Background: an optimization exercise with open tools, aiming at small area. Do not read the settings as production practice.
Function was checked by simulation only, so behaviour that the tests miss may differ from the original.
No activity file was given, so power comes from the tool's default toggle rates.

[config.mk]
export PLATFORM = sky130hd
export DESIGN_NAME = stack_mem_responder
export DESIGN_NICKNAME = stack_mem_responder
export VERILOG_FILES = /design/flow/design.v
export SDC_FILE = /design/flow/constraint.sdc
export NUM_CORES = 4
export LEC_CHECK = 0
export ABC_AREA = 0
export ABC_CLOCK_PERIOD_IN_PS = 100000
export CAP_MARGIN = 20
export CELL_PAD_IN_SITES_DETAIL_PLACEMENT = 1
export CORE_MARGIN = 2
export CORE_UTILIZATION = 35
export CTS_BUF_LIST = sky130_fd_sc_hd__clkbuf_8
export CTS_CLUSTER_DIAMETER = 45
export CTS_CLUSTER_SIZE = 16
export PLACE_DENSITY = 0.45
export SETUP_SLACK_MARGIN = 0.3
export SLEW_MARGIN = 20
export SYNTH_HIERARCHICAL = 1
[constraint.sdc]
create_clock -name core_clock -period 10.0 [get_ports {clock}]
set_input_delay 2.0000 -clock core_clock [delete_from_list [all_inputs] [get_ports {clock}]]
set_output_delay 2.0000 -clock core_clock [all_outputs]
set_load 0.01 [all_outputs]
[design.v]
module smr_aoi3 (
   input  logic a0, s0, a1, s1, a2, s2,
   output logic y
);
   assign y = ~((a0 & s0) | (a1 & s1) | (a2 & s2));
endmodule
module smr_aoi1 (
   input  logic a0, s0,
   output logic y
);
   assign y = ~(a0 & s0);
endmodule
module smr_nor2 (
   input  logic a, b,
   output logic y
);
   assign y = ~(a | b);
endmodule
module smr_bit (
   input  logic clock,
   input  logic hold,
   input  logic lsel,
   input  logic csel,
   input  logic ld,
   input  logic cd,
   output logic s
);
   always_ff @(posedge clock) begin
      s <= ~((s & hold) | (ld & lsel) | (cd & csel));
   end
endmodule
module smr_wsel (
   input  logic lhi_n, llo_n, rsel,
   output logic lsel, hold
);
   assign lsel = ~(lhi_n | llo_n);
   smr_nor2 u_hold (.a(lsel), .b(rsel), .y(hold));
endmodule
module smr_rsel (
   input  logic hi_n, lo_n,
   output logic sel
);
   assign sel = ~(hi_n | lo_n);
endmodule
module smr_nand4 (
   input  logic a, b, c, d,
   output logic y
);
   assign y = ~(a & b & c & d);
endmodule
module smr_nand2 (
   input  logic a, b,
   output logic y
);
   assign y = ~(a & b);
endmodule
module smr_nand3 (
   input  logic a, b, c,
   output logic y
);
   assign y = ~(a & b & c);
endmodule
module smr_nor3 (
   input  logic a, b, c,
   output logic y
);
   assign y = ~(a | b | c);
endmodule
module smr_inv (
   input  logic a,
   output logic y
);
   assign y = ~a;
endmodule
module smr_pre4 (
   input  logic [3:0]  a,
   output logic [15:0] y_n
);
   logic [3:0] an;
   genvar i;
   generate
      for (i = 0; i < 4; i++) begin : g_inv
         smr_inv u_inv (.a(a[i]), .y(an[i]));
      end
      for (i = 0; i < 16; i++) begin : g_out
         smr_nand4 u_nand (
            .a(i[0] ? a[0] : an[0]), .b(i[1] ? a[1] : an[1]),
            .c(i[2] ? a[2] : an[2]), .d(i[3] ? a[3] : an[3]),
            .y(y_n[i])
         );
      end
   endgenerate
endmodule
module smr_rd256 (
   input  logic [255:0] d,
   input  logic [255:0] s,
   output logic         y_n
);
   logic [85:0] l1;   
   smr_aoi3 u_l1_0 (.a0(d[0]), .s0(s[0]), .a1(d[1]), .s1(s[1]), .a2(d[2]), .s2(s[2]), .y(l1[0]));
   smr_aoi3 u_l1_1 (.a0(d[3]), .s0(s[3]), .a1(d[4]), .s1(s[4]), .a2(d[5]), .s2(s[5]), .y(l1[1]));
   smr_aoi3 u_l1_2 (.a0(d[6]), .s0(s[6]), .a1(d[7]), .s1(s[7]), .a2(d[8]), .s2(s[8]), .y(l1[2]));
   smr_aoi3 u_l1_3 (.a0(d[9]), .s0(s[9]), .a1(d[10]), .s1(s[10]), .a2(d[11]), .s2(s[11]), .y(l1[3]));
   smr_aoi3 u_l1_4 (.a0(d[12]), .s0(s[12]), .a1(d[13]), .s1(s[13]), .a2(d[14]), .s2(s[14]), .y(l1[4]));
   smr_aoi3 u_l1_5 (.a0(d[15]), .s0(s[15]), .a1(d[16]), .s1(s[16]), .a2(d[17]), .s2(s[17]), .y(l1[5]));
   smr_aoi3 u_l1_6 (.a0(d[18]), .s0(s[18]), .a1(d[19]), .s1(s[19]), .a2(d[20]), .s2(s[20]), .y(l1[6]));
   smr_aoi3 u_l1_7 (.a0(d[21]), .s0(s[21]), .a1(d[22]), .s1(s[22]), .a2(d[23]), .s2(s[23]), .y(l1[7]));
   smr_aoi3 u_l1_8 (.a0(d[24]), .s0(s[24]), .a1(d[25]), .s1(s[25]), .a2(d[26]), .s2(s[26]), .y(l1[8]));
   smr_aoi3 u_l1_9 (.a0(d[27]), .s0(s[27]), .a1(d[28]), .s1(s[28]), .a2(d[29]), .s2(s[29]), .y(l1[9]));
   smr_aoi3 u_l1_10 (.a0(d[30]), .s0(s[30]), .a1(d[31]), .s1(s[31]), .a2(d[32]), .s2(s[32]), .y(l1[10]));
   smr_aoi3 u_l1_11 (.a0(d[33]), .s0(s[33]), .a1(d[34]), .s1(s[34]), .a2(d[35]), .s2(s[35]), .y(l1[11]));
   smr_aoi3 u_l1_12 (.a0(d[36]), .s0(s[36]), .a1(d[37]), .s1(s[37]), .a2(d[38]), .s2(s[38]), .y(l1[12]));
   smr_aoi3 u_l1_13 (.a0(d[39]), .s0(s[39]), .a1(d[40]), .s1(s[40]), .a2(d[41]), .s2(s[41]), .y(l1[13]));
   smr_aoi3 u_l1_14 (.a0(d[42]), .s0(s[42]), .a1(d[43]), .s1(s[43]), .a2(d[44]), .s2(s[44]), .y(l1[14]));
   smr_aoi3 u_l1_15 (.a0(d[45]), .s0(s[45]), .a1(d[46]), .s1(s[46]), .a2(d[47]), .s2(s[47]), .y(l1[15]));
   smr_aoi3 u_l1_16 (.a0(d[48]), .s0(s[48]), .a1(d[49]), .s1(s[49]), .a2(d[50]), .s2(s[50]), .y(l1[16]));
   smr_aoi3 u_l1_17 (.a0(d[51]), .s0(s[51]), .a1(d[52]), .s1(s[52]), .a2(d[53]), .s2(s[53]), .y(l1[17]));
   smr_aoi3 u_l1_18 (.a0(d[54]), .s0(s[54]), .a1(d[55]), .s1(s[55]), .a2(d[56]), .s2(s[56]), .y(l1[18]));
   smr_aoi3 u_l1_19 (.a0(d[57]), .s0(s[57]), .a1(d[58]), .s1(s[58]), .a2(d[59]), .s2(s[59]), .y(l1[19]));
   smr_aoi3 u_l1_20 (.a0(d[60]), .s0(s[60]), .a1(d[61]), .s1(s[61]), .a2(d[62]), .s2(s[62]), .y(l1[20]));
   smr_aoi3 u_l1_21 (.a0(d[63]), .s0(s[63]), .a1(d[64]), .s1(s[64]), .a2(d[65]), .s2(s[65]), .y(l1[21]));
   smr_aoi3 u_l1_22 (.a0(d[66]), .s0(s[66]), .a1(d[67]), .s1(s[67]), .a2(d[68]), .s2(s[68]), .y(l1[22]));
   smr_aoi3 u_l1_23 (.a0(d[69]), .s0(s[69]), .a1(d[70]), .s1(s[70]), .a2(d[71]), .s2(s[71]), .y(l1[23]));
   smr_aoi3 u_l1_24 (.a0(d[72]), .s0(s[72]), .a1(d[73]), .s1(s[73]), .a2(d[74]), .s2(s[74]), .y(l1[24]));
   smr_aoi3 u_l1_25 (.a0(d[75]), .s0(s[75]), .a1(d[76]), .s1(s[76]), .a2(d[77]), .s2(s[77]), .y(l1[25]));
   smr_aoi3 u_l1_26 (.a0(d[78]), .s0(s[78]), .a1(d[79]), .s1(s[79]), .a2(d[80]), .s2(s[80]), .y(l1[26]));
   smr_aoi3 u_l1_27 (.a0(d[81]), .s0(s[81]), .a1(d[82]), .s1(s[82]), .a2(d[83]), .s2(s[83]), .y(l1[27]));
   smr_aoi3 u_l1_28 (.a0(d[84]), .s0(s[84]), .a1(d[85]), .s1(s[85]), .a2(d[86]), .s2(s[86]), .y(l1[28]));
   smr_aoi3 u_l1_29 (.a0(d[87]), .s0(s[87]), .a1(d[88]), .s1(s[88]), .a2(d[89]), .s2(s[89]), .y(l1[29]));
   smr_aoi3 u_l1_30 (.a0(d[90]), .s0(s[90]), .a1(d[91]), .s1(s[91]), .a2(d[92]), .s2(s[92]), .y(l1[30]));
   smr_aoi3 u_l1_31 (.a0(d[93]), .s0(s[93]), .a1(d[94]), .s1(s[94]), .a2(d[95]), .s2(s[95]), .y(l1[31]));
   smr_aoi3 u_l1_32 (.a0(d[96]), .s0(s[96]), .a1(d[97]), .s1(s[97]), .a2(d[98]), .s2(s[98]), .y(l1[32]));
   smr_aoi3 u_l1_33 (.a0(d[99]), .s0(s[99]), .a1(d[100]), .s1(s[100]), .a2(d[101]), .s2(s[101]), .y(l1[33]));
   smr_aoi3 u_l1_34 (.a0(d[102]), .s0(s[102]), .a1(d[103]), .s1(s[103]), .a2(d[104]), .s2(s[104]), .y(l1[34]));
   smr_aoi3 u_l1_35 (.a0(d[105]), .s0(s[105]), .a1(d[106]), .s1(s[106]), .a2(d[107]), .s2(s[107]), .y(l1[35]));
   smr_aoi3 u_l1_36 (.a0(d[108]), .s0(s[108]), .a1(d[109]), .s1(s[109]), .a2(d[110]), .s2(s[110]), .y(l1[36]));
   smr_aoi3 u_l1_37 (.a0(d[111]), .s0(s[111]), .a1(d[112]), .s1(s[112]), .a2(d[113]), .s2(s[113]), .y(l1[37]));
   smr_aoi3 u_l1_38 (.a0(d[114]), .s0(s[114]), .a1(d[115]), .s1(s[115]), .a2(d[116]), .s2(s[116]), .y(l1[38]));
   smr_aoi3 u_l1_39 (.a0(d[117]), .s0(s[117]), .a1(d[118]), .s1(s[118]), .a2(d[119]), .s2(s[119]), .y(l1[39]));
   smr_aoi3 u_l1_40 (.a0(d[120]), .s0(s[120]), .a1(d[121]), .s1(s[121]), .a2(d[122]), .s2(s[122]), .y(l1[40]));
   smr_aoi3 u_l1_41 (.a0(d[123]), .s0(s[123]), .a1(d[124]), .s1(s[124]), .a2(d[125]), .s2(s[125]), .y(l1[41]));
   smr_aoi3 u_l1_42 (.a0(d[126]), .s0(s[126]), .a1(d[127]), .s1(s[127]), .a2(d[128]), .s2(s[128]), .y(l1[42]));
   smr_aoi3 u_l1_43 (.a0(d[129]), .s0(s[129]), .a1(d[130]), .s1(s[130]), .a2(d[131]), .s2(s[131]), .y(l1[43]));
   smr_aoi3 u_l1_44 (.a0(d[132]), .s0(s[132]), .a1(d[133]), .s1(s[133]), .a2(d[134]), .s2(s[134]), .y(l1[44]));
   smr_aoi3 u_l1_45 (.a0(d[135]), .s0(s[135]), .a1(d[136]), .s1(s[136]), .a2(d[137]), .s2(s[137]), .y(l1[45]));
   smr_aoi3 u_l1_46 (.a0(d[138]), .s0(s[138]), .a1(d[139]), .s1(s[139]), .a2(d[140]), .s2(s[140]), .y(l1[46]));
   smr_aoi3 u_l1_47 (.a0(d[141]), .s0(s[141]), .a1(d[142]), .s1(s[142]), .a2(d[143]), .s2(s[143]), .y(l1[47]));
   smr_aoi3 u_l1_48 (.a0(d[144]), .s0(s[144]), .a1(d[145]), .s1(s[145]), .a2(d[146]), .s2(s[146]), .y(l1[48]));
   smr_aoi3 u_l1_49 (.a0(d[147]), .s0(s[147]), .a1(d[148]), .s1(s[148]), .a2(d[149]), .s2(s[149]), .y(l1[49]));
   smr_aoi3 u_l1_50 (.a0(d[150]), .s0(s[150]), .a1(d[151]), .s1(s[151]), .a2(d[152]), .s2(s[152]), .y(l1[50]));
   smr_aoi3 u_l1_51 (.a0(d[153]), .s0(s[153]), .a1(d[154]), .s1(s[154]), .a2(d[155]), .s2(s[155]), .y(l1[51]));
   smr_aoi3 u_l1_52 (.a0(d[156]), .s0(s[156]), .a1(d[157]), .s1(s[157]), .a2(d[158]), .s2(s[158]), .y(l1[52]));
   smr_aoi3 u_l1_53 (.a0(d[159]), .s0(s[159]), .a1(d[160]), .s1(s[160]), .a2(d[161]), .s2(s[161]), .y(l1[53]));
   smr_aoi3 u_l1_54 (.a0(d[162]), .s0(s[162]), .a1(d[163]), .s1(s[163]), .a2(d[164]), .s2(s[164]), .y(l1[54]));
   smr_aoi3 u_l1_55 (.a0(d[165]), .s0(s[165]), .a1(d[166]), .s1(s[166]), .a2(d[167]), .s2(s[167]), .y(l1[55]));
   smr_aoi3 u_l1_56 (.a0(d[168]), .s0(s[168]), .a1(d[169]), .s1(s[169]), .a2(d[170]), .s2(s[170]), .y(l1[56]));
   smr_aoi3 u_l1_57 (.a0(d[171]), .s0(s[171]), .a1(d[172]), .s1(s[172]), .a2(d[173]), .s2(s[173]), .y(l1[57]));
   smr_aoi3 u_l1_58 (.a0(d[174]), .s0(s[174]), .a1(d[175]), .s1(s[175]), .a2(d[176]), .s2(s[176]), .y(l1[58]));
   smr_aoi3 u_l1_59 (.a0(d[177]), .s0(s[177]), .a1(d[178]), .s1(s[178]), .a2(d[179]), .s2(s[179]), .y(l1[59]));
   smr_aoi3 u_l1_60 (.a0(d[180]), .s0(s[180]), .a1(d[181]), .s1(s[181]), .a2(d[182]), .s2(s[182]), .y(l1[60]));
   smr_aoi3 u_l1_61 (.a0(d[183]), .s0(s[183]), .a1(d[184]), .s1(s[184]), .a2(d[185]), .s2(s[185]), .y(l1[61]));
   smr_aoi3 u_l1_62 (.a0(d[186]), .s0(s[186]), .a1(d[187]), .s1(s[187]), .a2(d[188]), .s2(s[188]), .y(l1[62]));
   smr_aoi3 u_l1_63 (.a0(d[189]), .s0(s[189]), .a1(d[190]), .s1(s[190]), .a2(d[191]), .s2(s[191]), .y(l1[63]));
   smr_aoi3 u_l1_64 (.a0(d[192]), .s0(s[192]), .a1(d[193]), .s1(s[193]), .a2(d[194]), .s2(s[194]), .y(l1[64]));
   smr_aoi3 u_l1_65 (.a0(d[195]), .s0(s[195]), .a1(d[196]), .s1(s[196]), .a2(d[197]), .s2(s[197]), .y(l1[65]));
   smr_aoi3 u_l1_66 (.a0(d[198]), .s0(s[198]), .a1(d[199]), .s1(s[199]), .a2(d[200]), .s2(s[200]), .y(l1[66]));
   smr_aoi3 u_l1_67 (.a0(d[201]), .s0(s[201]), .a1(d[202]), .s1(s[202]), .a2(d[203]), .s2(s[203]), .y(l1[67]));
   smr_aoi3 u_l1_68 (.a0(d[204]), .s0(s[204]), .a1(d[205]), .s1(s[205]), .a2(d[206]), .s2(s[206]), .y(l1[68]));
   smr_aoi3 u_l1_69 (.a0(d[207]), .s0(s[207]), .a1(d[208]), .s1(s[208]), .a2(d[209]), .s2(s[209]), .y(l1[69]));
   smr_aoi3 u_l1_70 (.a0(d[210]), .s0(s[210]), .a1(d[211]), .s1(s[211]), .a2(d[212]), .s2(s[212]), .y(l1[70]));
   smr_aoi3 u_l1_71 (.a0(d[213]), .s0(s[213]), .a1(d[214]), .s1(s[214]), .a2(d[215]), .s2(s[215]), .y(l1[71]));
   smr_aoi3 u_l1_72 (.a0(d[216]), .s0(s[216]), .a1(d[217]), .s1(s[217]), .a2(d[218]), .s2(s[218]), .y(l1[72]));
   smr_aoi3 u_l1_73 (.a0(d[219]), .s0(s[219]), .a1(d[220]), .s1(s[220]), .a2(d[221]), .s2(s[221]), .y(l1[73]));
   smr_aoi3 u_l1_74 (.a0(d[222]), .s0(s[222]), .a1(d[223]), .s1(s[223]), .a2(d[224]), .s2(s[224]), .y(l1[74]));
   smr_aoi3 u_l1_75 (.a0(d[225]), .s0(s[225]), .a1(d[226]), .s1(s[226]), .a2(d[227]), .s2(s[227]), .y(l1[75]));
   smr_aoi3 u_l1_76 (.a0(d[228]), .s0(s[228]), .a1(d[229]), .s1(s[229]), .a2(d[230]), .s2(s[230]), .y(l1[76]));
   smr_aoi3 u_l1_77 (.a0(d[231]), .s0(s[231]), .a1(d[232]), .s1(s[232]), .a2(d[233]), .s2(s[233]), .y(l1[77]));
   smr_aoi3 u_l1_78 (.a0(d[234]), .s0(s[234]), .a1(d[235]), .s1(s[235]), .a2(d[236]), .s2(s[236]), .y(l1[78]));
   smr_aoi3 u_l1_79 (.a0(d[237]), .s0(s[237]), .a1(d[238]), .s1(s[238]), .a2(d[239]), .s2(s[239]), .y(l1[79]));
   smr_aoi3 u_l1_80 (.a0(d[240]), .s0(s[240]), .a1(d[241]), .s1(s[241]), .a2(d[242]), .s2(s[242]), .y(l1[80]));
   smr_aoi3 u_l1_81 (.a0(d[243]), .s0(s[243]), .a1(d[244]), .s1(s[244]), .a2(d[245]), .s2(s[245]), .y(l1[81]));
   smr_aoi3 u_l1_82 (.a0(d[246]), .s0(s[246]), .a1(d[247]), .s1(s[247]), .a2(d[248]), .s2(s[248]), .y(l1[82]));
   smr_aoi3 u_l1_83 (.a0(d[249]), .s0(s[249]), .a1(d[250]), .s1(s[250]), .a2(d[251]), .s2(s[251]), .y(l1[83]));
   smr_aoi3 u_l1_84 (.a0(d[252]), .s0(s[252]), .a1(d[253]), .s1(s[253]), .a2(d[254]), .s2(s[254]), .y(l1[84]));
   smr_aoi1 u_l1_85 (.a0(d[255]), .s0(s[255]), .y(l1[85]));
   logic [21:0] l2;
   smr_nand4 u_l2_0 (.a(l1[0]), .b(l1[1]), .c(l1[2]), .d(l1[3]), .y(l2[0]));
   smr_nand4 u_l2_1 (.a(l1[4]), .b(l1[5]), .c(l1[6]), .d(l1[7]), .y(l2[1]));
   smr_nand4 u_l2_2 (.a(l1[8]), .b(l1[9]), .c(l1[10]), .d(l1[11]), .y(l2[2]));
   smr_nand4 u_l2_3 (.a(l1[12]), .b(l1[13]), .c(l1[14]), .d(l1[15]), .y(l2[3]));
   smr_nand4 u_l2_4 (.a(l1[16]), .b(l1[17]), .c(l1[18]), .d(l1[19]), .y(l2[4]));
   smr_nand4 u_l2_5 (.a(l1[20]), .b(l1[21]), .c(l1[22]), .d(l1[23]), .y(l2[5]));
   smr_nand4 u_l2_6 (.a(l1[24]), .b(l1[25]), .c(l1[26]), .d(l1[27]), .y(l2[6]));
   smr_nand4 u_l2_7 (.a(l1[28]), .b(l1[29]), .c(l1[30]), .d(l1[31]), .y(l2[7]));
   smr_nand4 u_l2_8 (.a(l1[32]), .b(l1[33]), .c(l1[34]), .d(l1[35]), .y(l2[8]));
   smr_nand4 u_l2_9 (.a(l1[36]), .b(l1[37]), .c(l1[38]), .d(l1[39]), .y(l2[9]));
   smr_nand4 u_l2_10 (.a(l1[40]), .b(l1[41]), .c(l1[42]), .d(l1[43]), .y(l2[10]));
   smr_nand4 u_l2_11 (.a(l1[44]), .b(l1[45]), .c(l1[46]), .d(l1[47]), .y(l2[11]));
   smr_nand4 u_l2_12 (.a(l1[48]), .b(l1[49]), .c(l1[50]), .d(l1[51]), .y(l2[12]));
   smr_nand4 u_l2_13 (.a(l1[52]), .b(l1[53]), .c(l1[54]), .d(l1[55]), .y(l2[13]));
   smr_nand4 u_l2_14 (.a(l1[56]), .b(l1[57]), .c(l1[58]), .d(l1[59]), .y(l2[14]));
   smr_nand4 u_l2_15 (.a(l1[60]), .b(l1[61]), .c(l1[62]), .d(l1[63]), .y(l2[15]));
   smr_nand4 u_l2_16 (.a(l1[64]), .b(l1[65]), .c(l1[66]), .d(l1[67]), .y(l2[16]));
   smr_nand4 u_l2_17 (.a(l1[68]), .b(l1[69]), .c(l1[70]), .d(l1[71]), .y(l2[17]));
   smr_nand4 u_l2_18 (.a(l1[72]), .b(l1[73]), .c(l1[74]), .d(l1[75]), .y(l2[18]));
   smr_nand4 u_l2_19 (.a(l1[76]), .b(l1[77]), .c(l1[78]), .d(l1[79]), .y(l2[19]));
   smr_nand3 u_l2_20 (.a(l1[80]), .b(l1[81]), .c(l1[82]), .y(l2[20]));
   smr_nand3 u_l2_21 (.a(l1[83]), .b(l1[84]), .c(l1[85]), .y(l2[21]));
   logic [10:0] l3;
   smr_nor2 u_l3_0 (.a(l2[0]), .b(l2[1]), .y(l3[0]));
   smr_nor2 u_l3_1 (.a(l2[2]), .b(l2[3]), .y(l3[1]));
   smr_nor2 u_l3_2 (.a(l2[4]), .b(l2[5]), .y(l3[2]));
   smr_nor2 u_l3_3 (.a(l2[6]), .b(l2[7]), .y(l3[3]));
   smr_nor2 u_l3_4 (.a(l2[8]), .b(l2[9]), .y(l3[4]));
   smr_nor2 u_l3_5 (.a(l2[10]), .b(l2[11]), .y(l3[5]));
   smr_nor2 u_l3_6 (.a(l2[12]), .b(l2[13]), .y(l3[6]));
   smr_nor2 u_l3_7 (.a(l2[14]), .b(l2[15]), .y(l3[7]));
   smr_nor2 u_l3_8 (.a(l2[16]), .b(l2[17]), .y(l3[8]));
   smr_nor2 u_l3_9 (.a(l2[18]), .b(l2[19]), .y(l3[9]));
   smr_nor2 u_l3_10 (.a(l2[20]), .b(l2[21]), .y(l3[10]));
   logic [2:0] l4;
   smr_nand4 u_l4_0 (.a(l3[0]), .b(l3[1]), .c(l3[2]), .d(l3[3]), .y(l4[0]));
   smr_nand4 u_l4_1 (.a(l3[4]), .b(l3[5]), .c(l3[6]), .d(l3[7]), .y(l4[1]));
   smr_nand3 u_l4_2 (.a(l3[8]), .b(l3[9]), .c(l3[10]), .y(l4[2]));
   logic [0:0] l5;
   smr_nor3 u_l5_0 (.a(l4[0]), .b(l4[1]), .c(l4[2]), .y(l5[0]));
   assign y_n = l5[0];
endmodule
module stack_mem_responder #(
   parameter int          ADDR_W = 8,
   parameter logic [7:0]  MARKER = 8'hFF
) (
   input  logic              clock,
   input  logic              reset,
   input  logic [ADDR_W-1:0] cpu_addr,
   input  logic [7:0]        cpu_data_out,
   output logic [7:0]        cpu_data_in,
   input  logic              load_en,
   input  logic [ADDR_W-1:0] load_addr,
   input  logic [7:0]        load_data,
   input  logic [ADDR_W-1:0] dbg_addr,
   output logic [7:0]        dbg_data,
   output logic              wr_strobe,
   output logic [ADDR_W-1:0] last_wr_addr,
   output logic [7:0]        last_wr_data,
   output logic [7:0]        wr_count,
   output logic              armed
);
   localparam int DEPTH = 256;
   logic [DEPTH-1:0][7:0] mem_q;
   logic                  armed_q;
   logic                  wr_strobe_q;
   logic [7:0]            last_wr_addr_q;
   logic [7:0]            last_wr_data_q;
   logic [7:0]            wr_count_q;
   logic phase_q;
   always_ff @(posedge clock) begin
      phase_q <= reset | ~phase_q;
   end
   logic collide, cd_off;
   assign collide = load_en & (load_addr == cpu_addr);
   assign cd_off  = collide | reset;
   logic [7:0] cpu_rd_n, dbg_rd_n;   
   logic [7:0] cpu_rd_s;
   assign cpu_rd_s = ~cpu_rd_n;
   logic [7:0] cd_g, ld_g;
   assign cd_g = cd_off  ? 8'h00 :
                 armed_q ? (cpu_data_out ^ {8{phase_q}}) : cpu_rd_s;
   assign ld_g = (load_data ^ {8{phase_q}}) & {8{~reset}};
   logic [15:0] lwh_n, lwl_n, crh_n, crl_n, drh_n, drl_n;
   logic [15:0] lwh_p, lwl_p;
   smr_pre4 u_lwh (.a(load_addr[7:4]), .y_n(lwh_p));
   smr_pre4 u_lwl (.a(load_addr[3:0]), .y_n(lwl_p));
   smr_pre4 u_crh (.a(cpu_addr[7:4]),  .y_n(crh_n));
   smr_pre4 u_crl (.a(cpu_addr[3:0]),  .y_n(crl_n));
   smr_pre4 u_drh (.a(dbg_addr[7:4]),  .y_n(drh_n));
   smr_pre4 u_drl (.a(dbg_addr[3:0]),  .y_n(drl_n));
   assign lwh_n = ~reset ? (lwh_p | {16{~load_en}}) : 16'h0000;
   assign lwl_n = ~reset ? lwl_p : 16'h0000;
   logic [DEPTH-1:0] rs_c, rs_d;
   genvar w, b;
   generate
      for (w = 0; w < DEPTH; w++) begin : g_word
         logic lsel, hold;
         smr_rsel u_rc (.hi_n(crh_n[w / 16]), .lo_n(crl_n[w % 16]), .sel(rs_c[w]));
         smr_rsel u_rd (.hi_n(drh_n[w / 16]), .lo_n(drl_n[w % 16]), .sel(rs_d[w]));
         smr_wsel u_sel (
            .lhi_n(lwh_n[w / 16]), .llo_n(lwl_n[w % 16]),
            .rsel(rs_c[w]),
            .lsel(lsel), .hold(hold)
         );
         for (b = 0; b < 8; b++) begin : g_bit
            smr_bit u_bit (
               .clock(clock), .hold(hold), .lsel(lsel), .csel(rs_c[w]),
               .ld(ld_g[b]), .cd(cd_g[b]), .s(mem_q[w][b])
            );
         end
      end
   endgenerate
   generate
      for (b = 0; b < 8; b++) begin : g_rd
         logic [DEPTH-1:0] col;
         for (w = 0; w < DEPTH; w++) begin : g_col
            assign col[w] = mem_q[w][b];
         end
         smr_rd256 u_cr (.d(col), .s(rs_c), .y_n(cpu_rd_n[b]));
         smr_rd256 u_dr (.d(col), .s(rs_d), .y_n(dbg_rd_n[b]));
      end
   endgenerate
   assign cpu_data_in = ~(cpu_rd_n ^ {8{phase_q}});
   assign dbg_data    = ~(dbg_rd_n ^ {8{phase_q}});
   always_ff @(posedge clock) begin
      if (reset) begin
         armed_q        <= 1'b0;
         wr_strobe_q    <= 1'b0;
         last_wr_addr_q <= '0;
         last_wr_data_q <= 8'h00;
         wr_count_q     <= 8'h00;
      end else begin
         armed_q     <= ~armed_q & (cpu_data_out == MARKER);
         wr_strobe_q <= armed_q;
         if (armed_q) begin
            last_wr_addr_q <= cpu_addr;
            last_wr_data_q <= cpu_data_out;
            if (wr_count_q != 8'hFF) wr_count_q <= wr_count_q + 8'd1;
         end
      end
   end
   assign wr_strobe    = wr_strobe_q;
   assign last_wr_addr = last_wr_addr_q;
   assign last_wr_data = last_wr_data_q;
   assign wr_count     = wr_count_q;
   assign armed        = armed_q;
endmodule
[run.sh]
#!/bin/bash
# synth_recipe.tcl (not shown) runs the flow's synth.tcl, then flattens the netlist and writes it again
# the make line also repeats each setting of config.mk as NAME=value (left out here)
make -C /OpenROAD-flow-scripts/flow DESIGN_CONFIG=/design/flow/config.mk WORK_HOME=/design/flow/orfs CLKGATE_MAP_FILE= SYNTH_SCRIPT=/design/flow/synth_recipe.tcl finish
==> results of run 1 <==
==> Yosys stat by module (local to each module, per instance), excerpt <==
module               copies in the design  cell area, sq um
smr_aoi3                             1360             10.01
smr_nand4                             448             6.256
stack_mem_responder                     1              1891
smr_nand3                              48             5.005
smr_bit                              2048             30.03
smr_aoi1                               16             3.754
smr_wsel                              256             3.754
smr_nor2                              432             3.754
smr_rsel                              512             3.754
smr_nor3                               16             10.01
smr_inv                                24             3.754
==> registers in the layout (all words and copies together), names as in the netlist <==
register,flops
last_wr_addr_q,8
wr_strobe_q,1
g_word.g_bit.u_bit.s,2048
phase_q,1
armed_q,1
wr_count_q,8
last_wr_data_q,8
==> logic make-up (layout without fill, tap and decap cells) <==
| logic type | count (synthesis) | after routing |
|---|---|---|
| simple gates | 1820 | 1820 |
| buf+inv | 58 | 1091 |
| fa+ha+maj | 1 | 1 |
| other cells | 0 | 39 |
| compound gates | 3436 | 3436 |
| mux | 19 | 19 |
| xor+xnor | 41 | 41 |
| flops | 2075 | 2075 |
==> per-layer routing <==
layer | vias up | wire length (um)
met2 | 8744 | 219300
met1 | 50860 | 202000
met5 | - | 228
met4 | 30 | 33300
li1 | 39260 | -
met3 | 1493 | 74520
==> Yosys cell counts, types with 17 or more instances <==
master / instances
a222oi_1: 3408
dfxtp_1: 2075
nor2_1: 1235
nand4_1: 449
nand3_1: 52
inv_1: 41
nand2_1: 29
xnor2_1: 25
mux2i_1: 19
a21oi_1: 18
nor2b_1: 18
nor3_2: 17
==> power by group <==
group          leakage (uW)  internal (uW)  switching [uW]
sequential           0.0175           9790            1560
clock               0.00380           4360            4150
combinational        0.0133           1250            2720
==> area by class of cell <==
| type | count | area (sq um) |
|---|---|---|
| Antenna cell | 39 | 97.59 |
| Clock buffer | 347 | 4776 |
| Clock inverter | 229 | 2635 |
| Fill cell | 25780 | 139500 |
| Inverter | 41 | 153.9 |
| Multi-Input combinational cell | 5317 | 43520 |
| Sequential cell | 2075 | 41540 |
| Tap cell | 3185 | 3985 |
| Timing Repair Buffer | 474 | 4523 |
==> through the flow <==
| stage | total power [uW] | cells | util, % | hold WS (ns) |
|---|---|---|---|---|
| after global routing | 24480 | 11680 | 42.02 | 0.5082 |
| after global placement | 15110 | 11080 | 38.81 | 0.4701 |
| after CTS | 23670 | 11660 | 41.95 | 0.4910 |
| after detailed placement | 15240 | 11090 | 38.87 | 0.4787 |
| after floorplan | 12880 | 7450 | - | 0.4612 |
| final | 23840 | 11710 | 42.05 | 0.4943 |
==> worst max-delay path: cells and delay by family <==
family / cells / cell delay, ns
AOI/OAI and AO/OA: 1 / 0.66
xor gates and xnor gates: 1 / 0.12
buffers and inverters: 5 / 2.31
and+or+nand+nor: 6 / 2.65
==> how the worst max path moves through the flow <==
stage | from | to | slack, ns | depth (start not counted)
global placement | cpu_addr[3] | cpu_data_in[6] | 0.04 | 12
finish | dbg_addr[0] | dbg_data[1] | 0.17 | 13
detailed placement | cpu_addr[3] | cpu_data_in[5] | 0.58 | 12
floorplan | reset | g_word[0].g_bit[3].u_bit.s | -0.95 | 4
CTS | cpu_addr[3] | cpu_data_in[5] | 0.56 | 12
global route | cpu_addr[5] | cpu_data_in[0] | 0.37 | 13
==> results.cfg, run 1 <==
[run_status]
status = no timing/DRC/antenna violations

[floorplan]
pin_count = 85
core_region_area_sq_um = 240800
die_h_um = 496.4
num_rows = 180
start_util_pct = 35.25
die_w_um = 496.4
die_area_sq_um = 246400

[detailed_routing]
wl_um = 529400
drc = 0
dr.pass1.iters = 22
vias = 100400
viasPerCell = 8.575
dr.first_iter.drc_count = 32120
antenna_left = 0
wire_per_inst_um = 45.22

[synth]
synth_nets = 7494
yosys-top-cells-area = dfxtp_1 49%, a222oi_1 40%, nor2_1 5.5%
yosys_most_used_dff = dfxtp_1
yosysUniqueCellTypes = 30
synthCells = 7450
synth-simple-area-share_pct = 9.708
synth_top_cell_by_area = dfxtp_1
synth_top_area_share_pct = 48.95
synth_seq_area_share_pct = 48.95
yosys_warnings = 8
synth_compound_area_share_pct = 40.40
avgSynthCellArea_sq_um = 11.39
syn-cell-area_sq_um = 84860
synth_edf_count = 0
synth_top_family_by_area = compound AO/OA/AOI/OAI gates
synth_xor_area_share_pct = 0.4232
async_flop_share_pct = 0
ys_ff_latch = 2075
muxShareOfSynthArea_pct = 0.2241
synthAdderAreaFrac_pct = 0.01474

[worst_hold_path]
min_path_cells = 1
hp-class = reg -> reg
hold_path_startpoint = g_word[28].g_bit[6].u_bit.s
min_to = g_word[28].g_bit[6].u_bit.s

[critical_path]
worstPathRequired_ns = 8.00
cp_slowest_cell = clkdlybuf4s50_1
crit_fanout = 13
slowest_delay_ns = 0.68
start_kind = input pin
cp-end-kind = primary output
crit_path_frequent_cell = nand4_1
rr_worst_depth = 9
r2r_start = g_word[57].g_bit[7].u_bit.s
critPathKind = in -> out
reg2reg_setup_slack_ns = 5.08
worstPathCellList = clkdlybuf4s50_1 -> inv_1 -> nand4_1 -> buf_4 -> nor2_1 -> a222oi_1 -> nand4_1 -> nor2_1 -> nand4_1 -> nor3_2 -> buf_4 -> xnor2_1 -> clkdlybuf4s50_1
reg2reg_to = g_word[162].g_bit[7].u_bit.s
cp_data_arrival_time_ns = 7.83

[placed_design]
gp_congestion = 1.005
dp_hpwl_um = 337500
placed_area_sq_um = 93580
preCtsSetupSlack_ns = 0.5789
numPortBuffers = 84

[sta]
fin_ws_ns = 0.1710
setup_tns_ns = 0
fmax_ghz = 0.1017
period_minus_slack_ns = 9.829
rsz0062_at_grt = no
drv_slew = 0
fin_skew_ns = 0.1054
final-setup-viol-count = 0
relSlewSlack_pct = 20.49
final.period_utilization_pct = 98.29
worst_pin_slew_ns = 1.193
final-hold-violation-count = 0

[grt]
antenna_found_initial = 44
grt_pass1_wl_um = 729400
grt_util_all_layers_pct = 40.53
use_met3_pct = 10.02
grt_max_degree = 116
top_usage_layer = met2
met2_usage_pct = 57.59
grt_pass1_vias = 90940
gr-usage-met1_pct = 55.61
grt_overflow_total = 0

[cts]
clkTransAtPathRegs_ns = 0.06
cts_tree = yes
clock_sinks = 2075
insertion_delay_ns = 1.14
numCtsBuffers = 325
cts-root-buf = clkbuf_8
post_cts_buffers = 0
cts_max_level = 5
cts_hold_buffers = 0
clockBufferDepth = 4
cts_resized = 0

[pwr]
power_per_cell_area_nw_per_um2 = 235.5
leakage_uw = 0.03461
ir_worst_vdd_mv = 0.1230

[final_layout]
drive_gt1_share_pct = 12.50
final_area_sq_um = 101200
final_common_cell = a222oi_1
mostFrequentLayoutCells = 3408 x a222oi_1, 2073 x dfxtp_1, 1178 x nor2_1, 449 x nand4_1, 347 x clkbuf_8
area_delta_synth_final_pct = 19.29
layout.nets = 8278

[job]
drv_cap = 0
==> inputs of run 2 (changes only) <==
--- a/config.mk
+++ b/config.mk
@@ -14,4 +14,4 @@
 export CTS_BUF_LIST = sky130_fd_sc_hd__clkbuf_8
-export CTS_CLUSTER_DIAMETER = 45
-export CTS_CLUSTER_SIZE = 16
+export CTS_CLUSTER_DIAMETER = 100
+export CTS_CLUSTER_SIZE = 14
 export PLACE_DENSITY = 0.45
==> run 2 against run 1 <==
Against the previous run: synthesized area did not move; sequential power is essentially flat; non-clock buffer count grew 2; sequential share of layout area increased by 2.0 points; hold slack better by 0.0022 ns; fmax is 0.45% higher; worst setup slack improved by 0.044 ns; first-iteration DRC count fell by 0.93%; critical path type unchanged; highest routed layer unchanged.
==> results.cfg, run 2 <==
[critical_path]
cp_data_arrival_time_ns = 7.78
crit_fanout = 11
crit_path_frequent_cell = nand4_1
rr_worst_depth = 9
reg2reg_to = g_word[107].g_bit[0].u_bit.s
crit_buf_inv = 5
crit_family = simple AND/OR/NAND/NOR gates
slowest_delay_ns = 0.80
cp-end-kind = primary output
path_depth = 13
critPathKind = in -> out
r2r_start = g_word[180].g_bit[0].u_bit.s
reg2reg_setup_slack_ns = 5.11
cp_slowest_cell = nor3_2
worstPathCellList = clkdlybuf4s50_1 -> inv_1 -> nand4_1 -> buf_6 -> buf_4 -> nor2_1 -> a222oi_1 -> nand4_1 -> nor2_1 -> nand4_1 -> nor3_2 -> xnor2_1 -> clkdlybuf4s50_1
start_kind = input pin
worstPathRequired_ns = 8.00

[floorplan]
die_area_sq_um = 246400
die_w_um = 496.4
num_rows = 180
start_util_pct = 35.25
die_h_um = 496.4
pin_count = 85
core_region_area_sq_um = 240800

[final_layout]
area_delta_synth_final_pct = 13.67
layout.nets = 8123
top_register = g_word.g_bit.u_bit.s
largest_reg_flops = 2048
fin_util_pct = 40.07
mostFrequentLayoutCells = 3408 x a222oi_1, 2073 x dfxtp_1, 1178 x nor2_1, 449 x nand4_1, 330 x buf_4
fill_cells = 25950
final_common_cell = a222oi_1
drive_gt1_share_pct = 8.652

[synth]
synth_commonest_cells = 3408 x a222oi_1, 2075 x dfxtp_1, 1235 x nor2_1
yosys_warnings = 8
ys_ff_latch = 2075
yosysUniqueCellTypes = 30
synth_top_area_share_pct = 48.95
syn-cell-area_sq_um = 84860
yosys-top-cells-area = dfxtp_1 49%, a222oi_1 40%, nor2_1 5.5%
synthCells = 7450
yosys_most_used_dff = dfxtp_1
synth.most_common_cell = a222oi_1
async_flop_share_pct = 0
synth_nets = 7494
synth_top_cell_by_area = dfxtp_1
synth_seq_area_share_pct = 48.95
avgSynthCellArea_sq_um = 11.39
synth_edf_count = 0

[cts]
post_cts_buffers = 0
cts_resized = 0
clockBufferDepth = 3
clock_sinks = 2075
cts-root-buf = clkbuf_8
clkTransAtPathRegs_ns = 0.09
cts_hold_buffers = 0
insertion_delay_ns = 1.03
cts_tree = yes
numCtsBuffers = 168
cts_max_level = 4

[worst_hold_path]
min_to = g_word[205].g_bit[1].u_bit.s
hold_path_startpoint = g_word[205].g_bit[1].u_bit.s
hp-class = reg -> reg
min_path_cells = 1

[grt]
grt_pass1_vias = 89410
grt_pass1_wl_um = 724000
grt_util_all_layers_pct = 40.29
antenna_found_initial = 42
grt_max_degree = 116
grt_overflow_total = 0

[detailed_routing]
wire_per_inst_um = 46.39
dr.first_iter.drc_count = 31820
viasPerCell = 8.729
vias = 99010
antenna_left = 0
wl_um = 526200
drc = 0
dr.pass1.iters = 22

[job]
drv_cap = 0

[pwr]
ir_worst_vdd_mv = 0.1172
leakage_uw = 0.03216
switchingPower_uw = 7310
intPower_uw = 12680
power.total_uw = 19990
switching_share_pct = 36.56
power_per_cell_area_nw_per_um2 = 207.3
power.clock.fraction_pct = 23.4
power_frac_comb_pct = 19.8
p_seq_share_pct = 56.8

[sta]
final-hold-violation-count = 0
period_minus_slack_ns = 9.785
final.period_utilization_pct = 97.85
rsz0062_at_grt = no
whs_ns = 0.4965
worst_pin_slew_ns = 1.227
relSlewSlack_pct = 18.01
final-setup-viol-count = 0
drv_slew = 0
fmax_ghz = 0.1022
fin_skew_ns = 0.06944
setup_tns_ns = 0

[placed_design]
numPortBuffers = 84
gp_congestion = 1.005
dp_hpwl_um = 337500

[run_status]
status = no timing/DRC/antenna violations
run 2: metrics by stage:
stage          std cells  setup slack, ns  instance area [sq um]
6_report           11340           0.2151                  96460
5_1_grt            11300           0.3770                  96350
4_1_cts            11280           0.5640                  96170
3_5_place_dp       11090           0.5789                  93580
3_3_place_gp       11080          0.03963                  93440
2_1_floorplan       7450          -0.9550                  84860
run 2: power by group through the flow:
stage	clock network, uW	logic (uW)	registers (uW)
final	4680	3970	11300
after global routing	5010	4060	11500
after CTS	4730	3830	11200
after detailed placement	0	3830	11400
after global placement	0	3730	11400
after floorplan	0	2040	10800
run 2: how the worst max path moves through the flow:
stage / from / end / slack, ns
after floorplan: reset / g_word[0].g_bit[3].u_bit.s / -0.95
after global placement: cpu_addr[3] / cpu_data_in[6] / 0.04
after detailed placement: cpu_addr[3] / cpu_data_in[5] / 0.58
after CTS: cpu_addr[3] / cpu_data_in[5] / 0.56
after global routing: cpu_addr[3] / cpu_data_in[7] / 0.38
final: cpu_addr[0] / cpu_data_in[0] / 0.22
run 2: routing by layer:
metal	vias up	track usage [%]	share of wire [%]
met3	1276	10.02	14
met1	50490	55.38	38
met5	-	0	0.020
li1	38710	-	-
met4	18	21.99	5.8
met2	8514	57.49	42
run 2: modules after synthesis (local to each module, per instance), excerpt:
module	cells inside	area, sq um
smr_nor3	1	10.01
smr_bit	2	30.03
smr_nand4	1	6.256
smr_nand3	1	5.005
smr_aoi1	1	3.754
smr_aoi3	1	10.01
smr_rsel	1	3.754
stack_mem_responder	242	1891
smr_nor2	1	3.754
smr_wsel	1	3.754
smr_inv	1	3.754
run 2: final cells by class:
cell class / count / area [sq um] / area share [%]
inverter: 41 / 153.9 / 0.1595
sequential: 2075 / 41540 / 43.07
clock inverter: 17 / 166.4 / 0.1725
multi-input combinational: 5317 / 43520 / 45.11
antenna: 56 / 140.1 / 0.1453
tap: 3185 / 3985 / 4.131
clock buffer: 176 / 2422 / 2.511
timing repair buffer: 476 / 4538 / 4.704
run 2: logic make-up after synthesis:
kind of cell / after synthesis / share of synthesized area (%)
AOI/OAI and AO/OA: 3436 / 40.40
DFF: 2075 / 48.95
and+or+nand+nor: 1820 / 9.708
buffers and inverters: 58 / 0.2831
xor gates and xnor gates: 41 / 0.4232
muxes: 19 / 0.2241
adders and majority gates: 1 / 0.01474
==> inputs of run 3 (changes only) <==
--- a/config.mk
+++ b/config.mk
@@ -9,3 +9,3 @@
 export ABC_CLOCK_PERIOD_IN_PS = 100000
-export CAP_MARGIN = 20
+export CAP_MARGIN = 10
 export CELL_PAD_IN_SITES_DETAIL_PLACEMENT = 1
@@ -18,3 +18,3 @@
 export SETUP_SLACK_MARGIN = 0.3
-export SLEW_MARGIN = 20
+export SLEW_MARGIN = 10
 export SYNTH_HIERARCHICAL = 1
==> run 3 against run 2 <==
Against the previous run: register-to-register slack lost 0.03 ns; critical path depth is the same; via count grew 0.33%; combinational power is essentially flat; flip-flop and latch count is the same.
==> results.cfg, run 3 <==
[detailed_routing]
dr.first_iter.drc_count = 32260
dr.pass1.iters = 19
wire_per_inst_um = 46.49
drc = 0
wl_um = 527000
vias = 99330
antenna_left = 0
viasPerCell = 8.762

[sta]
final.period_utilization_pct = 98.18
period_minus_slack_ns = 9.818
relSlewSlack_pct = 6.460
fmax_ghz = 0.1019
rsz0062_at_grt = no
final-setup-viol-count = 0
worst_pin_slew_ns = 1.400
drv_slew = 0
fin_skew_ns = 0.05377
final-hold-violation-count = 0
fin_ws_ns = 0.1818

[synth]
syn-cell-area_sq_um = 84860
synth.most_common_cell = a222oi_1
synth_nets = 7494
yosys_warnings = 8
synth_commonest_cells = 3408 x a222oi_1, 2075 x dfxtp_1, 1235 x nor2_1
ys_ff_latch = 2075
synthCells = 7450
synth_top_area_share_pct = 48.95
async_flop_share_pct = 0
synth_seq_area_share_pct = 48.95
avgSynthCellArea_sq_um = 11.39
synth_edf_count = 0
yosysUniqueCellTypes = 30
yosys-top-cells-area = dfxtp_1 49%, a222oi_1 40%, nor2_1 5.5%
synth_top_cell_by_area = dfxtp_1
yosys_most_used_dff = dfxtp_1

[cts]
cts-root-buf = clkbuf_8
cts_resized = 0
post_cts_buffers = 0
numCtsBuffers = 168
cts_max_level = 4
insertion_delay_ns = 1.03
cts_tree = yes
clockBufferDepth = 3
cts_hold_buffers = 0
clkTransAtPathRegs_ns = 0.09
clock_sinks = 2075

[critical_path]
worstPathRequired_ns = 8.00
cp-end-kind = primary output
cp_data_arrival_time_ns = 7.82
start_kind = input pin
critPathKind = in -> out
crit_fanout = 13

[placed_design]
dp_hpwl_um = 336900
gp_congestion = 1.005
preCtsSetupSlack_ns = 0.5514
numPortBuffers = 84

[worst_hold_path]
hp-class = reg -> reg

[grt]
grt_util_all_layers_pct = 40.25
grt_pass1_wl_um = 724000
antenna_found_initial = 46
grt_max_degree = 116
grt_pass1_vias = 89360
grt_overflow_total = 0

[pwr]
ir_worst_vdd_mv = 0.1473
power_per_cell_area_nw_per_um2 = 207.4
power.total_uw = 19960
leakage_uw = 0.03211

[final_layout]
area_delta_synth_final_pct = 13.41
fill_cells = 26050
largest_reg_flops = 2048
drive_gt1_share_pct = 8.077
layout.nets = 8116
top_register = g_word.g_bit.u_bit.s
mostFrequentLayoutCells = 3408 x a222oi_1, 2073 x dfxtp_1, 1219 x nor2_1, 449 x nand4_1, 327 x buf_4
final_common_cell = a222oi_1

[job]
drv_cap = 0

[floorplan]
die_area_sq_um = 246400
pin_count = 85
die_h_um = 496.4
core_region_area_sq_um = 240800
die_w_um = 496.4
start_util_pct = 35.25
num_rows = 180

[run_status]
status = no timing/DRC/antenna violations
-- run 3: cell types whose count changed in the layout (fill, tap and decap cells not counted), moves of 2 or more --
cell	change
inv_6	+3
buf_6	-2
buf_4	-3
nor2_2	-41
inv_8	+3
clkbuf_8	-4
nor2_1	+41
buf_16	-2
-- run 3: per-layer routing --
layer,routed length (um),up-vias,track usage (%)
met2,219600,8676,57.55
li1,-,38680,-
met5,312,-,0
met4,31160,44,21.48
met3,74980,1314,10.87
met1,201000,50630,54.89
-- run 3: per-module statistics from Yosys (local to each module, per instance), excerpt --
module,cells,flip-flops and latches
smr_nand3,1,0
smr_wsel,1,0
stack_mem_responder,242,27
smr_aoi3,1,0
smr_aoi1,1,0
smr_inv,1,0
smr_nor3,1,0
smr_bit,2,1
smr_nor2,1,0
smr_rsel,1,0
smr_nand4,1,0
-- run 3: final cells by class --
type	count	area (sq um)	share of cell area [%]
clock inverter	23	197.7	0.2054
inverter	41	153.9	0.1599
antenna	55	137.6	0.1430
sequential	2075	41540	43.16
timing repair buffer	469	4438	4.611
multi-input combinational	5317	43420	45.11
tap	3185	3985	4.141
clock buffer	172	2367	2.460
-- run 3: cell families after synthesis --
kind of cell	after synthesis	share of synthesized area [%]
AOI/OAI and AO/OA	3436	40.40
xor gates and xnor gates	41	0.4232
adders and majority gates	1	0.01474
buffers and inverters	58	0.2831
DFF	2075	48.95
muxes	19	0.2241
and+or+nand+nor	1820	9.708
-- run 3: through the flow --
step           utilization, %  cells  area [sq um]  hold slack (ns)  setup TNS, ns
3_5_place_dp            38.84  11090         93500           0.4804              0
6_report                39.97  11340         96240           0.4979              0
4_1_cts                 39.90  11280         96070           0.4950              0
5_1_grt                 39.93  11290         96130           0.5125              0
3_3_place_gp            38.81  11080         93440           0.4701              0
2_1_floorplan               -   7450         84860           0.4612       -1955.19
-- run 3: path summary, 6_finish.rpt --
| path | from | end | slack [ns] | cells after the start |
|---|---|---|---|---|
| setup / recovery | dbg_addr[0] | dbg_data[1] | 0.18 | 13 |
| hold / removal | g_word[215].g_bit[1].u_bit.s | g_word[215].g_bit[1].u_bit.s | 0.50 | 1 |
| setup reg to reg | g_word[165].g_bit[0].u_bit.s | g_word[184].g_bit[0].u_bit.s | 5.08 | 9 |
| hold reg to reg | g_word[215].g_bit[1].u_bit.s | g_word[215].g_bit[1].u_bit.s | 0.50 | 1 |
-- run 3: worst max-delay path, stage by stage --
cell	delay, ns
clkdlybuf4s50_1	0.67
inv_1	0.22
nand4_1	0.36
buf_4	0.64
nor2_1	0.34
a222oi_1	0.69
nand4_1	0.35
nor2_1	0.65
nand4_1	0.59
nor3_2	0.35
buf_4	0.19
xnor2_1	0.12
clkdlybuf4s50_1	0.56
-- run 3: power breakdown --
group	internal [uW]	switching, uW	total (uW)	leakage, uW
clock	1590	3050	4650	0.00134
combinational	1250	2710	3970	0.0133
sequential	9790	1560	11300	0.0175
total	12600	7320	20000	0.0321

-- port drivers added, routing unchanged --
No port has a modelled driver above. Below, the same layouts with a new extraction and two added sets of constraints. Step 1 sets driving cells, clkbuf_16 on the clock port and buf_2 on the other inputs (assumed; they add their load-dependent delay and slew). Step 2 also shifts input and output timing later by t, the mid clock arrival at the registers, as if the neighbouring blocks saw the same clock. Three values: no drivers, after step 1, after step 2; two values: the first two.
| run | t (ns) | setup slack, ns | hold WS [ns] | pins driven straight from the clock port |
|---|---|---|---|---|
| run 1 | 1.188 | 0.171 / 0.061 / 0.061 | 0.494 / 0.494 / 0.494 | 1 |
| run 2 | 1.097 | 0.215 / 0.188 / 0.188 | 0.497 / 0.497 / 0.497 | 1 |
| run 3 | 1.095 | 0.182 / 0.073 / 0.073 | 0.498 / 0.498 / 0.498 | 1 |
After both steps setup and hold are still met in every run listed. The setup slack of run 1, which loses most, moves by -0.110 ns with the drivers and by -0.110 ns with both steps.
